Context: an optimization exercise on an open-source flow, tuned for small area. The choices shown serve that exercise and are no tape-out recipe.

==> v27: inputs <==
==> flow/design.v <==
module tile_pixel_encoder #(
    parameter int TILE_W = 20,
    parameter int TILE_H = 20,
    parameter int DEPTH  = TILE_W * TILE_H,
    parameter int ADDR_W = 9,
    parameter int IDX_W  = 4
) (
    input  logic              Clk,
    input  logic              Reset,
    input  logic              start,
    input  logic              pix_valid,
    input  logic [23:0]       pix_color,
    output logic              pix_ready,
    input  logic [ADDR_W-1:0] read_address,
    output logic [IDX_W-1:0]  output_index,
    output logic              busy,
    output logic              done,
    output logic              err,
    output logic [ADDR_W-1:0] err_addr
);
    typedef enum logic [1:0] {ST_IDLE, ST_LOAD, ST_DONE} state_t;
    localparam int                NUM_PAL = 9;
    localparam int                NWORDS  = DEPTH / 4;
    localparam int                NGRP3   = 32;   
    localparam int                NGRP2   = 2;    
    localparam int                NGRP    = NGRP3 + NGRP2;
    localparam logic [ADDR_W-1:0] LAST    = ADDR_W'(DEPTH - 1);
    localparam logic [24*NUM_PAL-1:0] PAL = {
        24'hE33F00, 24'h756C5F, 24'hAB3A00, 24'hE6570C, 24'hFFC89C,
        24'hFFFFEF, 24'h0A0000, 24'h888173, 24'h800080
    };
    function automatic logic [12:0] enc(input logic [3:0] d0, input logic [3:0] d1,
                                        input logic [3:0] d2, input logic [3:0] d3);
        case ({d3[3], d2[3], d1[3], d0[3]})
            4'b0000: enc = {1'b0, d3[2:0], d2[2:0], d1[2:0], d0[2:0]};
            4'b0001: enc = {4'b1000, d3[2:0], d2[2:0], d1[2:0]};
            4'b0010: enc = {4'b1001, d3[2:0], d2[2:0], d0[2:0]};
            4'b0100: enc = {4'b1010, d3[2:0], d1[2:0], d0[2:0]};
            4'b1000: enc = {4'b1011, d2[2:0], d1[2:0], d0[2:0]};
            4'b0011: enc = {7'b1100011, d3[2:0], d2[2:0]};
            4'b0101: enc = {7'b1100101, d3[2:0], d1[2:0]};
            4'b1001: enc = {7'b1101001, d2[2:0], d1[2:0]};
            4'b0110: enc = {7'b1100110, d3[2:0], d0[2:0]};
            4'b1010: enc = {7'b1101010, d2[2:0], d0[2:0]};
            4'b1100: enc = {7'b1101100, d1[2:0], d0[2:0]};
            4'b0111: enc = {7'b1100111, 3'b000, d3[2:0]};
            4'b1011: enc = {7'b1101011, 3'b000, d2[2:0]};
            4'b1101: enc = {7'b1101101, 3'b000, d1[2:0]};
            4'b1110: enc = {7'b1101110, 3'b000, d0[2:0]};
            default: enc = {7'b1101111, 6'b000000};
        endcase
    endfunction
    function automatic logic [3:0] dec(input logic [12:0] w, input logic [1:0] p);
        logic [2:0] s0, s1, s2, s3;
        logic       e;    
        logic [2:0] v;    
        s0 = w[2:0]; s1 = w[5:3]; s2 = w[8:6]; s3 = w[11:9];
        e = 1'b0;
        v = s0;
        if (!w[12]) begin
            case (p)
                2'd0: v = s0;
                2'd1: v = s1;
                2'd2: v = s2;
                default: v = s3;
            endcase
        end else if (!w[11]) begin
            e = (w[10:9] == p);
            case (p)
                2'd0: v = s0;
                2'd1: v = w[10:9] == 2'd0 ? s0 : s1;
                2'd2: v = (w[10:9] == 2'd0 || w[10:9] == 2'd1) ? s1 : s2;
                default: v = s2;
            endcase
        end else begin
            e = w[6 + p];
            case (p)
                2'd0: v = s0;
                2'd1: v = !w[6] ? s1 : s0;
                2'd2: v = (!w[6] || !w[7]) ? s1 : s0;
                default: v = (!w[6] || !w[7] || !w[8]) ? s1 : s0;
            endcase
        end
        dec = e ? 4'd8 : {1'b0, v};
    endfunction
    state_t            r_state;
    logic [ADDR_W-1:0] r_addr;
    logic [IDX_W-1:0]  r_out;       
    logic [12:0]       r_ring [0:NWORDS-1];    
    logic [2:0]        r_ph;        
    logic [IDX_W-1:0]  r_stage [0:2];
    logic [12:0]       r_pend [0:1];    
    logic [1:0]        r_pvalid;
    logic              w_xfer;
    logic [IDX_W-1:0]  w_idx;
    assign w_xfer       = (r_state == ST_LOAD) && pix_valid;
    assign pix_ready    = (r_state == ST_LOAD);
    assign busy         = (r_state == ST_LOAD);
    assign done         = (r_state == ST_DONE);
    assign output_index = r_out;
    logic              w_miss;
    logic              r_err;
    logic [ADDR_W-1:0] r_err_addr;
    always_comb begin
        w_idx  = '0;
        w_miss = 1'b1;
        for (int i = NUM_PAL - 1; i >= 0; i--) begin
            if (pix_color == PAL[24*i +: 24]) begin
                w_idx  = IDX_W'(i);
                w_miss = 1'b0;
            end
        end
    end
    always_ff @(posedge Clk) begin
        if (Reset) begin
            r_err      <= 1'b0;
            r_err_addr <= '0;
        end else if ((r_state != ST_LOAD) && start) begin
            r_err      <= 1'b0;
            r_err_addr <= '0;
        end else if (w_xfer && w_miss && !r_err) begin
            r_err      <= 1'b1;
            r_err_addr <= r_addr;
        end
    end
    assign err      = r_err;
    assign err_addr = r_err_addr;
    always_ff @(posedge Clk) begin
        if (Reset) begin
            r_state <= ST_IDLE;
            r_addr  <= '0;
        end else begin
            case (r_state)
                ST_IDLE, ST_DONE: begin
                    if (start) begin
                        r_state <= ST_LOAD;
                        r_addr  <= '0;
                    end
                end
                ST_LOAD: begin
                    if (w_xfer) begin
                        if (r_addr == LAST) begin
                            r_state <= ST_DONE;
                            r_addr  <= '0;
                        end else begin
                            r_addr <= r_addr + ADDR_W'(1);
                        end
                    end
                end
                default: begin
                    r_state <= ST_IDLE;
                    r_addr  <= '0;
                end
            endcase
        end
    end
    logic       w_last;        
    logic [6:0] w_m1, w_m2;    
    logic [6:0] w_pw [0:1];    
    logic [1:0] w_due;         
    logic [12:0] w_wdata;
    logic [6:0]  w_wword;
    assign w_last = w_xfer && (r_addr[1:0] == 2'd3);
    assign w_m1   = (r_addr[ADDR_W-1:2] == 7'd0) ? 7'd99 : r_addr[ADDR_W-1:2] - 7'd1;
    assign w_m2   = (r_addr[ADDR_W-1:2] == 7'd0) ? 7'd98 :
                    (r_addr[ADDR_W-1:2] == 7'd1) ? 7'd99 : r_addr[ADDR_W-1:2] - 7'd2;
    assign w_pw[0] = w_m1[0] ? w_m2 : w_m1;
    assign w_pw[1] = w_m1[0] ? w_m1 : w_m2;
    function automatic logic due(input logic [6:0] w, input logic [2:0] ph);
        if (w[6:3] == 4'd12) due = (2'(ph[1:0] + w[1:0] + 2'd1) == 2'd0);
        else                 due = (3'(ph + w[2:0] + 3'd1) == 3'd0);
    endfunction
    assign w_due[0] = r_pvalid[0] && due(w_pw[0], r_ph);
    assign w_due[1] = r_pvalid[1] && due(w_pw[1], r_ph);
    assign w_wdata  = w_due[1] ? r_pend[1] : r_pend[0];
    assign w_wword  = w_due[1] ? w_pw[1] : w_pw[0];
    always_ff @(posedge Clk) begin
        if (!Reset && w_xfer && !w_last)
            r_stage[r_addr[1:0]] <= w_idx;
    end
    for (genvar b = 0; b < 2; b++) begin : g_pend
        always_ff @(posedge Clk) begin
            if (!Reset && w_last && (r_addr[2] == 1'(b)))
                r_pend[b] <= enc(r_stage[0], r_stage[1], r_stage[2], w_idx);
        end
        always_ff @(posedge Clk) begin
            if (Reset)                                 r_pvalid[b] <= 1'b0;
            else if (w_last && (r_addr[2] == 1'(b)))   r_pvalid[b] <= 1'b1;
            else if (w_due[b])                         r_pvalid[b] <= 1'b0;
        end
    end
    always_ff @(posedge Clk) begin
        if (Reset) r_ph <= 3'd0;
        else       r_ph <= r_ph + 3'd1;
    end
    for (genvar r = 0; r < 13; r++) begin : g_ring
        localparam int L = (r < 12) ? 8 : 4;
        logic        w_we;
        logic [12:0] w_d0;
        assign w_we = (w_due != 2'b00) && (w_wword[6:3] == 4'(r));
        tpe_port u_port (.we(w_we), .keep(!w_we), .wdata(w_wdata), .q(r_ring[8*r+L-1]), .d(w_d0));
        always_ff @(posedge Clk) begin
            r_ring[8*r] <= w_d0;
            for (int k = 1; k < L; k++)
                r_ring[8*r+k] <= r_ring[8*r+k-1];
        end
    end
    logic [NWORDS-1:0] w_rsel;
    logic [13*NGRP-1:0] w_grp_n;
    logic [12:0]       w_rword;
    logic [2:0] w_rslot;
    logic       w_c0, w_c1, w_x1, w_x2;
    tpe_xor u_s0 (.a(read_address[2]), .b(r_ph[0]), .y(w_rslot[0]));
    tpe_and u_c0 (.a(read_address[2]), .b(r_ph[0]), .y(w_c0));
    tpe_xor u_x1 (.a(read_address[3]), .b(r_ph[1]), .y(w_x1));
    tpe_xor u_s1 (.a(w_x1), .b(w_c0), .y(w_rslot[1]));
    tpe_maj u_c1 (.a(read_address[3]), .b(r_ph[1]), .c(w_c0), .y(w_c1));
    tpe_xor u_x2 (.a(read_address[4]), .b(r_ph[2]), .y(w_x2));
    tpe_xor u_s2 (.a(w_x2), .b(w_c1), .y(w_rslot[2]));
    tpe_rd_decode u_rdec (.ring(read_address[ADDR_W-1:5]), .b4(read_address[4]), .slot(w_rslot), .sel(w_rsel));
    for (genvar g = 0; g < NGRP3; g++) begin : g_grp3
        tpe_aoi3 u_aoi (
            .a(r_ring[3*g]), .b(r_ring[3*g+1]), .c(r_ring[3*g+2]),
            .sa(w_rsel[3*g]), .sb(w_rsel[3*g+1]), .sc(w_rsel[3*g+2]),
            .y_n(w_grp_n[13*g +: 13])
        );
    end
    for (genvar g = 0; g < NGRP2; g++) begin : g_grp2
        tpe_aoi2 u_aoi (
            .a(r_ring[3*NGRP3+2*g]), .b(r_ring[3*NGRP3+2*g+1]),
            .sa(w_rsel[3*NGRP3+2*g]), .sb(w_rsel[3*NGRP3+2*g+1]),
            .y_n(w_grp_n[13*(NGRP3+g) +: 13])
        );
    end
    tpe_nand_tree #(.N(NGRP)) u_tree (.x_n(w_grp_n), .y(w_rword));
    logic        w_hit;
    logic [3:0]  w_sidx;
    logic [12:0] w_sword;
    assign w_hit  = (read_address[ADDR_W-1:2] == r_addr[ADDR_W-1:2]) && (read_address[1:0] < r_addr[1:0]);
    logic [1:0]  w_phit;
    assign w_phit[0] = r_pvalid[0] && (read_address[ADDR_W-1:2] == w_pw[0]);
    assign w_phit[1] = r_pvalid[1] && (read_address[ADDR_W-1:2] == w_pw[1]);
    assign w_sidx = r_stage[read_address[1:0]];
    always_comb begin
        if (w_sidx[3]) w_sword = {2'b10, read_address[1:0], 9'b0};
        else           w_sword = 13'({w_sidx[2:0]} << (3 * read_address[1:0]));
    end
    logic [12:0] r_rword;
    logic [1:0]  r_rpos;
    always_ff @(posedge Clk) begin
        if (Reset)      r_rword <= '0;
        else if (w_hit) r_rword <= w_sword;
        else if (w_phit[0]) r_rword <= r_pend[0];
        else if (w_phit[1]) r_rword <= r_pend[1];
        else            r_rword <= w_rword;
    end
    always_ff @(posedge Clk) begin
        r_rpos <= read_address[1:0];
    end
    assign r_out = dec(r_rword, r_rpos);
endmodule
module tpe_rd_decode (
    input  logic [3:0]  ring,
    input  logic        b4,
    input  logic [2:0]  slot,
    output logic [99:0] sel
);
    always_comb begin
        for (int r = 0; r < 12; r++)
            for (int k = 0; k < 8; k++)
                sel[8*r+k] = (ring == 4'(r)) && (slot == 3'(k));
        for (int k = 0; k < 4; k++)
            sel[96+k] = (ring == 4'd12) && !b4 && (slot[1:0] == 2'(k));
    end
endmodule
module tpe_aoi3 (
    input  logic [12:0] a,
    input  logic [12:0] b,
    input  logic [12:0] c,
    input  logic        sa,
    input  logic        sb,
    input  logic        sc,
    output logic [12:0] y_n
);
    assign y_n = ~(({13{sa}} & a) | ({13{sb}} & b) | ({13{sc}} & c));
endmodule
module tpe_aoi2 (
    input  logic [12:0] a,
    input  logic [12:0] b,
    input  logic        sa,
    input  logic        sb,
    output logic [12:0] y_n
);
    assign y_n = ~(({13{sa}} & a) | ({13{sb}} & b));
endmodule
module tpe_nand_tree #(
    parameter int N = 34
) (
    input  logic [13*N-1:0] x_n,
    output logic [12:0] y
);
    always_comb begin
        y = '0;
        for (int i = 0; i < N; i++)
            y = y | ~x_n[13*i +: 13];
    end
endmodule
module tpe_port (
    input  logic        we,
    input  logic        keep,
    input  logic [12:0] wdata,
    input  logic [12:0] q,
    output logic [12:0] d
);
    assign d = ({13{we}} & wdata) | ({13{keep}} & q);
endmodule
module tpe_xor (
    input  logic a,
    input  logic b,
    output logic y
);
    assign y = a ^ b;
endmodule
module tpe_and (
    input  logic a,
    input  logic b,
    output logic y
);
    assign y = a & b;
endmodule
module tpe_maj (
    input  logic a,
    input  logic b,
    input  logic c,
    output logic y
);
    assign y = (a & b) | (a & c) | (b & c);
endmodule
==> flow/flow/run.sh <==
#!/bin/bash
# Standard layout, with plain buffers on the ports and no dummy clock loads.
set -euo pipefail
export BUFFER_PORTS_ARGS="-buffer_cell sky130_fd_sc_hd__buf_2"
export CTS_ARGS="-sink_clustering_enable -repair_clock_nets -dont_use_dummy_load -sink_clustering_size 28 -sink_clustering_max_diameter 80 -buf_list sky130_fd_sc_hd__clkbuf_16"
bash standard.sh > standard.log 2>&1
==> flow/standard.sh <==
#!/bin/bash
# synth_recipe.tcl (not shown) runs the flow's synth.tcl, then flattens the netlist and writes it again
# the make line also repeats each setting of config.mk as NAME=value (left out here)
make -C /OpenROAD-flow-scripts/flow DESIGN_CONFIG=/design/flow/config.mk WORK_HOME=/design/flow/orfs CLKGATE_MAP_FILE= SYNTH_SCRIPT=/design/flow/synth_recipe.tcl "${@:-finish}"
==> flow/config.mk <==
export PLATFORM = sky130hd
export DESIGN_NAME = tile_pixel_encoder
export DESIGN_NICKNAME = tile_pixel_encoder
export VERILOG_FILES = /design/flow/design.v
export SDC_FILE = /design/flow/constraint.sdc
export NUM_CORES = 4
export LEC_CHECK = 0
export CAP_MARGIN = 20
export CORE_MARGIN = 2
export CORE_UTILIZATION = 70
export CTS_BUF_LIST = sky130_fd_sc_hd__clkbuf_16
export CTS_CLUSTER_DIAMETER = 80
export CTS_CLUSTER_SIZE = 28
export SETUP_SLACK_MARGIN = 0.1
export SLEW_MARGIN = 20
export SYNTH_HIERARCHICAL = 1
export SYNTH_MINIMUM_KEEP_SIZE = 0
==> flow/constraint.sdc <==
create_clock -name core_clock -period 5.0 [get_ports {Clk}]
set_input_delay 1.0000 -clock core_clock [delete_from_list [all_inputs] [get_ports {Clk}]]
set_output_delay 1.0000 -clock core_clock [all_outputs]
set_load 0.01 [all_outputs]
==> inputs of v38, as changes to v27 <==
==> flow/design.v, changed modules only <==
module tile_pixel_encoder #(
    parameter int TILE_W = 20,
    parameter int TILE_H = 20,
    parameter int DEPTH  = TILE_W * TILE_H,
    parameter int ADDR_W = 9,
    parameter int IDX_W  = 4
) (
    input  logic              Clk,
    input  logic              Reset,
    input  logic              start,
    input  logic              pix_valid,
    input  logic [23:0]       pix_color,
    output logic              pix_ready,
    input  logic [ADDR_W-1:0] read_address,
    output logic [IDX_W-1:0]  output_index,
    output logic              busy,
    output logic              done,
    output logic              err,
    output logic [ADDR_W-1:0] err_addr
);
    typedef enum logic [1:0] {ST_IDLE, ST_LOAD, ST_DONE} state_t;
    localparam int                NUM_PAL = 9;
    localparam int                NWORDS  = DEPTH / 4;
    localparam int                NGRP3   = 32;   
    localparam int                NGRP2   = 2;    
    localparam int                NGRP    = NGRP3 + NGRP2;
    localparam logic [ADDR_W-1:0] LAST    = ADDR_W'(DEPTH - 1);
    localparam logic [24*NUM_PAL-1:0] PAL = {
        24'hE33F00, 24'h756C5F, 24'hAB3A00, 24'hE6570C, 24'hFFC89C,
        24'hFFFFEF, 24'h0A0000, 24'h888173, 24'h800080
    };
    function automatic logic [12:0] enc(input logic [3:0] d0, input logic [3:0] d1,
                                        input logic [3:0] d2, input logic [3:0] d3);
        case ({d3[3], d2[3], d1[3], d0[3]})
            4'b0000: enc = {1'b0, d3[2:0], d2[2:0], d1[2:0], d0[2:0]};
            4'b0001: enc = {4'b1000, d3[2:0], d2[2:0], d1[2:0]};
            4'b0010: enc = {4'b1001, d3[2:0], d2[2:0], d0[2:0]};
            4'b0100: enc = {4'b1010, d3[2:0], d1[2:0], d0[2:0]};
            4'b1000: enc = {4'b1011, d2[2:0], d1[2:0], d0[2:0]};
            4'b0011: enc = {7'b1100011, d3[2:0], d2[2:0]};
            4'b0101: enc = {7'b1100101, d3[2:0], d1[2:0]};
            4'b1001: enc = {7'b1101001, d2[2:0], d1[2:0]};
            4'b0110: enc = {7'b1100110, d3[2:0], d0[2:0]};
            4'b1010: enc = {7'b1101010, d2[2:0], d0[2:0]};
            4'b1100: enc = {7'b1101100, d1[2:0], d0[2:0]};
            4'b0111: enc = {7'b1100111, 3'b000, d3[2:0]};
            4'b1011: enc = {7'b1101011, 3'b000, d2[2:0]};
            4'b1101: enc = {7'b1101101, 3'b000, d1[2:0]};
            4'b1110: enc = {7'b1101110, 3'b000, d0[2:0]};
            default: enc = {7'b1101111, 6'b000000};
        endcase
    endfunction
    function automatic logic [3:0] dec(input logic [12:0] w, input logic [1:0] p);
        logic [2:0] s0, s1, s2, s3;
        logic       e;    
        logic [2:0] v;    
        s0 = w[2:0]; s1 = w[5:3]; s2 = w[8:6]; s3 = w[11:9];
        e = 1'b0;
        v = s0;
        if (!w[12]) begin
            case (p)
                2'd0: v = s0;
                2'd1: v = s1;
                2'd2: v = s2;
                default: v = s3;
            endcase
        end else if (!w[11]) begin
            e = (w[10:9] == p);
            case (p)
                2'd0: v = s0;
                2'd1: v = w[10:9] == 2'd0 ? s0 : s1;
                2'd2: v = (w[10:9] == 2'd0 || w[10:9] == 2'd1) ? s1 : s2;
                default: v = s2;
            endcase
        end else begin
            e = w[6 + p];
            case (p)
                2'd0: v = s0;
                2'd1: v = !w[6] ? s1 : s0;
                2'd2: v = (!w[6] || !w[7]) ? s1 : s0;
                default: v = (!w[6] || !w[7] || !w[8]) ? s1 : s0;
            endcase
        end
        dec = e ? 4'd8 : {1'b0, v};
    endfunction
    state_t            r_state;
    logic [ADDR_W-1:0] r_addr;
    logic [IDX_W-1:0]  r_out;    
    logic [12:0]       r_mem [0:NWORDS-1];
    logic [IDX_W-1:0]  r_stage [0:2];
    logic              w_xfer;
    logic [IDX_W-1:0]  w_idx;
    assign w_xfer       = (r_state == ST_LOAD) && pix_valid;
    assign pix_ready    = (r_state == ST_LOAD);
    assign busy         = (r_state == ST_LOAD);
    assign done         = (r_state == ST_DONE);
    assign output_index = r_out;
    logic              w_miss;
    logic              r_err;
    logic [ADDR_W-1:0] r_err_addr;
    always_comb begin
        w_idx  = '0;
        w_miss = 1'b1;
        for (int i = NUM_PAL - 1; i >= 0; i--) begin
            if (pix_color == PAL[24*i +: 24]) begin
                w_idx  = IDX_W'(i);
                w_miss = 1'b0;
            end
        end
    end
    always_ff @(posedge Clk) begin
        if (Reset) begin
            r_err      <= 1'b0;
            r_err_addr <= '0;
        end else if ((r_state != ST_LOAD) && start) begin
            r_err      <= 1'b0;
            r_err_addr <= '0;
        end else if (w_xfer && w_miss && !r_err) begin
            r_err      <= 1'b1;
            r_err_addr <= r_addr;
        end
    end
    assign err      = r_err;
    assign err_addr = r_err_addr;
    always_ff @(posedge Clk) begin
        if (Reset) begin
            r_state <= ST_IDLE;
            r_addr  <= '0;
        end else begin
            case (r_state)
                ST_IDLE, ST_DONE: begin
                    if (start) begin
                        r_state <= ST_LOAD;
                        r_addr  <= '0;
                    end
                end
                ST_LOAD: begin
                    if (w_xfer) begin
                        if (r_addr == LAST) begin
                            r_state <= ST_DONE;
                            r_addr  <= '0;
                        end else begin
                            r_addr <= r_addr + ADDR_W'(1);
                        end
                    end
                end
                default: begin
                    r_state <= ST_IDLE;
                    r_addr  <= '0;
                end
            endcase
        end
    end
    always_ff @(posedge Clk) begin
        if (!Reset && w_xfer) begin
            if (r_addr[1:0] == 2'd3)
                r_mem[r_addr[ADDR_W-1:2]] <= enc(r_stage[0], r_stage[1], r_stage[2], w_idx);
            else
                r_stage[r_addr[1:0]] <= w_idx;
        end
    end
    logic [NWORDS-1:0] w_rsel;
    logic [13*NGRP-1:0] w_grp_n;
    logic [12:0]       w_rword;
    tpe_rd_decode u_rdec (.a(read_address[ADDR_W-1:2]), .sel(w_rsel));
    for (genvar g = 0; g < NGRP3; g++) begin : g_grp3
        tpe_aoi3 u_aoi (
            .a(r_mem[3*g]), .b(r_mem[3*g+1]), .c(r_mem[3*g+2]),
            .sa(w_rsel[3*g]), .sb(w_rsel[3*g+1]), .sc(w_rsel[3*g+2]),
            .y_n(w_grp_n[13*g +: 13])
        );
    end
    for (genvar g = 0; g < NGRP2; g++) begin : g_grp2
        tpe_aoi2 u_aoi (
            .a(r_mem[3*NGRP3+2*g]), .b(r_mem[3*NGRP3+2*g+1]),
            .sa(w_rsel[3*NGRP3+2*g]), .sb(w_rsel[3*NGRP3+2*g+1]),
            .y_n(w_grp_n[13*(NGRP3+g) +: 13])
        );
    end
    tpe_nand_tree #(.N(NGRP)) u_tree (.x_n(w_grp_n), .y(w_rword));
    logic        w_hit;
    logic [3:0]  w_sidx;
    logic [12:0] w_sword;
    assign w_hit  = (read_address[ADDR_W-1:2] == r_addr[ADDR_W-1:2]) && (read_address[1:0] < r_addr[1:0]);
    assign w_sidx = r_stage[read_address[1:0]];
    always_comb begin
        if (w_sidx[3]) w_sword = {2'b10, read_address[1:0], 9'b0};
        else           w_sword = 13'({w_sidx[2:0]} << (3 * read_address[1:0]));
    end
    logic [12:0] r_rword;
    logic [1:0]  r_rpos;
    always_ff @(posedge Clk) begin
        if (Reset)      r_rword <= '0;
        else if (w_hit) r_rword <= w_sword;
        else            r_rword <= w_rword;
    end
    always_ff @(posedge Clk) begin
        r_rpos <= read_address[1:0];
    end
    assign r_out = dec(r_rword, r_rpos);
endmodule
module tpe_rd_decode (
    input  logic [6:0]  a,
    output logic [99:0] sel
);
    always_comb
        for (int i = 0; i < 100; i++)
            sel[i] = (a == 7'(i));
endmodule
// module tpe_port removed
// module tpe_xor removed
// module tpe_and removed
// module tpe_maj removed
==> flow/flow/run.sh (replaced) <==
#!/bin/bash
# Standard layout, with plain buffers on the ports and no dummy clock loads.
set -euo pipefail
export BUFFER_PORTS_ARGS="-buffer_cell sky130_fd_sc_hd__buf_2"
export CTS_ARGS="-sink_clustering_enable -repair_clock_nets -dont_use_dummy_load -sink_clustering_size 24 -sink_clustering_max_diameter 60 -buf_list sky130_fd_sc_hd__clkbuf_16"
bash standard.sh > standard.log 2>&1
--- a/flow/config.mk
+++ b/flow/config.mk
@@ -8,9 +8,8 @@
 export CAP_MARGIN = 20
 export CORE_MARGIN = 2
-export CORE_UTILIZATION = 70
+export CORE_UTILIZATION = 50
 export CTS_BUF_LIST = sky130_fd_sc_hd__clkbuf_16
-export CTS_CLUSTER_DIAMETER = 80
-export CTS_CLUSTER_SIZE = 28
-export SETUP_SLACK_MARGIN = 0.1
+export CTS_CLUSTER_DIAMETER = 60
+export CTS_CLUSTER_SIZE = 24
 export SLEW_MARGIN = 20
 export SYNTH_HIERARCHICAL = 1
==> inputs of v25, as changes to v27 <==
--- a/flow/design.v
+++ b/flow/design.v
@@ -196,10 +196,9 @@
     for (genvar r = 0; r < 13; r++) begin : g_ring
         localparam int L = (r < 12) ? 8 : 4;
-        logic        w_we;
-        logic [12:0] w_d0;
-        assign w_we = (w_due != 2'b00) && (w_wword[6:3] == 4'(r));
-        tpe_port u_port (.we(w_we), .keep(!w_we), .wdata(w_wdata), .q(r_ring[8*r+L-1]), .d(w_d0));
         always_ff @(posedge Clk) begin
-            r_ring[8*r] <= w_d0;
+            if ((w_due != 2'b00) && (w_wword[6:3] == 4'(r)))
+                r_ring[8*r] <= w_wdata;
+            else
+                r_ring[8*r] <= r_ring[8*r+L-1];
             for (int k = 1; k < L; k++)
                 r_ring[8*r+k] <= r_ring[8*r+k-1];
@@ -210,13 +209,10 @@
     logic [12:0]       w_rword;
     logic [2:0] w_rslot;
-    logic       w_c0, w_c1, w_x1, w_x2;
-    tpe_xor u_s0 (.a(read_address[2]), .b(r_ph[0]), .y(w_rslot[0]));
-    tpe_and u_c0 (.a(read_address[2]), .b(r_ph[0]), .y(w_c0));
-    tpe_xor u_x1 (.a(read_address[3]), .b(r_ph[1]), .y(w_x1));
-    tpe_xor u_s1 (.a(w_x1), .b(w_c0), .y(w_rslot[1]));
-    tpe_maj u_c1 (.a(read_address[3]), .b(r_ph[1]), .c(w_c0), .y(w_c1));
-    tpe_xor u_x2 (.a(read_address[4]), .b(r_ph[2]), .y(w_x2));
-    tpe_xor u_s2 (.a(w_x2), .b(w_c1), .y(w_rslot[2]));
-    tpe_rd_decode u_rdec (.ring(read_address[ADDR_W-1:5]), .b4(read_address[4]), .slot(w_rslot), .sel(w_rsel));
+    always_comb begin
+        w_rslot = read_address[4:2] + r_ph;
+        if (read_address[ADDR_W-1:5] == 4'd12)
+            w_rslot[2] = read_address[4];
+    end
+    tpe_rd_decode u_rdec (.a({read_address[ADDR_W-1:5], w_rslot}), .sel(w_rsel));
     for (genvar g = 0; g < NGRP3; g++) begin : g_grp3
         tpe_aoi3 u_aoi (
@@ -261,16 +257,10 @@
 endmodule
 module tpe_rd_decode (
-    input  logic [3:0]  ring,
-    input  logic        b4,
-    input  logic [2:0]  slot,
+    input  logic [6:0]  a,
     output logic [99:0] sel
 );
-    always_comb begin
-        for (int r = 0; r < 12; r++)
-            for (int k = 0; k < 8; k++)
-                sel[8*r+k] = (ring == 4'(r)) && (slot == 3'(k));
-        for (int k = 0; k < 4; k++)
-            sel[96+k] = (ring == 4'd12) && !b4 && (slot[1:0] == 2'(k));
-    end
+    always_comb
+        for (int i = 0; i < 100; i++)
+            sel[i] = (a == 7'(i));
 endmodule
 module tpe_aoi3 (
@@ -306,33 +296,2 @@
     end
 endmodule
-module tpe_port (
-    input  logic        we,
-    input  logic        keep,
-    input  logic [12:0] wdata,
-    input  logic [12:0] q,
-    output logic [12:0] d
-);
-    assign d = ({13{we}} & wdata) | ({13{keep}} & q);
-endmodule
-module tpe_xor (
-    input  logic a,
-    input  logic b,
-    output logic y
-);
-    assign y = a ^ b;
-endmodule
-module tpe_and (
-    input  logic a,
-    input  logic b,
-    output logic y
-);
-    assign y = a & b;
-endmodule
-module tpe_maj (
-    input  logic a,
-    input  logic b,
-    input  logic c,
-    output logic y
-);
-    assign y = (a & b) | (a & c) | (b & c);
-endmodule
==> results.sh <==
export IMPL_die_area_sq_um=61000
export IMPL_clk_pin_slew_worst_paths_ps=110
export IMPL_totalPowerFinal_mw=16.6
export IMPL_final_layout_size_suffix_gt1_share_pct=14.4
export IMPL_layout_failed_checks="antenna violations"
export IMPL_most_area_consuming_cells_after_synthesis="sky130_fd_sc_hd__dfxtp_1, sky130_fd_sc_hd__a222oi_1, sky130_fd_sc_hd__edfxtp_1"
export IMPL_postRouteAntennaNets=1
export IMPL_run_status="failed layout checks"
Source of the figures above: v25

==> results.sh <==
export IMPL_fillers=7697
export IMPL_totalPowerFinal_mw=19.5
export IMPL_timing_critical_path_fanout_max=17
export IMPL_run_status="complete, no violations"
export IMPL_timing_final_ws_setup_ps=910
export IMPL_most_area_consuming_cells_after_synthesis="sky130_fd_sc_hd__edfxtp_1, sky130_fd_sc_hd__a222oi_1, sky130_fd_sc_hd__nor2_1"
export IMPL_postRouteAntennaNets=0
export IMPL_final_layout_size_suffix_gt1_share_pct=14.5
Source of the figures above: v38

==> results.sh <==
export IMPL_die_area_sq_um=60400
export IMPL_timing_final_crit_period_ps=4770
export IMPL_clk_pin_slew_worst_paths_ps=100
export IMPL_totalPowerFinal_mw=16.6
export IMPL_run_status="complete, no violations"
export IMPL_most_area_consuming_cells_after_synthesis="sky130_fd_sc_hd__dfxtp_1, sky130_fd_sc_hd__a222oi_1, sky130_fd_sc_hd__edfxtp_1"
export IMPL_postRouteAntennaNets=0
export IMPL_final_layout_size_suffix_gt1_share_pct=12.1
Source of the figures above: v27

No run of this note included a check of the RTL's function; only the layout flow was run.

==> port drivers added, routing unchanged <==
The results above use ideal ports. As a check the final layouts listed here were re-extracted and re-timed, cells and wires unchanged.
Step 1, drivers: a clkbuf_16 drives Clk and a buf_2 each remaining input, both assumed.
Step 2 times the ports against the registers' clock, not the clock port: input delays grow and output delays shrink by t, the midpoint of the rising clock arrivals with the driver on.
Slacks: ideal / step 1 / step 2; pairs: ideal / step 1.
| run | shift t [ns] | setup slack, ns | worst slew at a driven data input, ns |
|---|---|---|---|
| v27 | 0.720 | 0.234 / 0.234 / -0.329 | 0.05 |
| v38 | 0.731 | 0.910 / 0.896 / 0.165 | 0.10 |
| v25 | 0.689 | 0.212 / 0.246 / -0.443 | 0.07 |
The setup slack of v38, which loses most, moves by -0.014 ns with the drivers and by -0.745 ns with both steps.
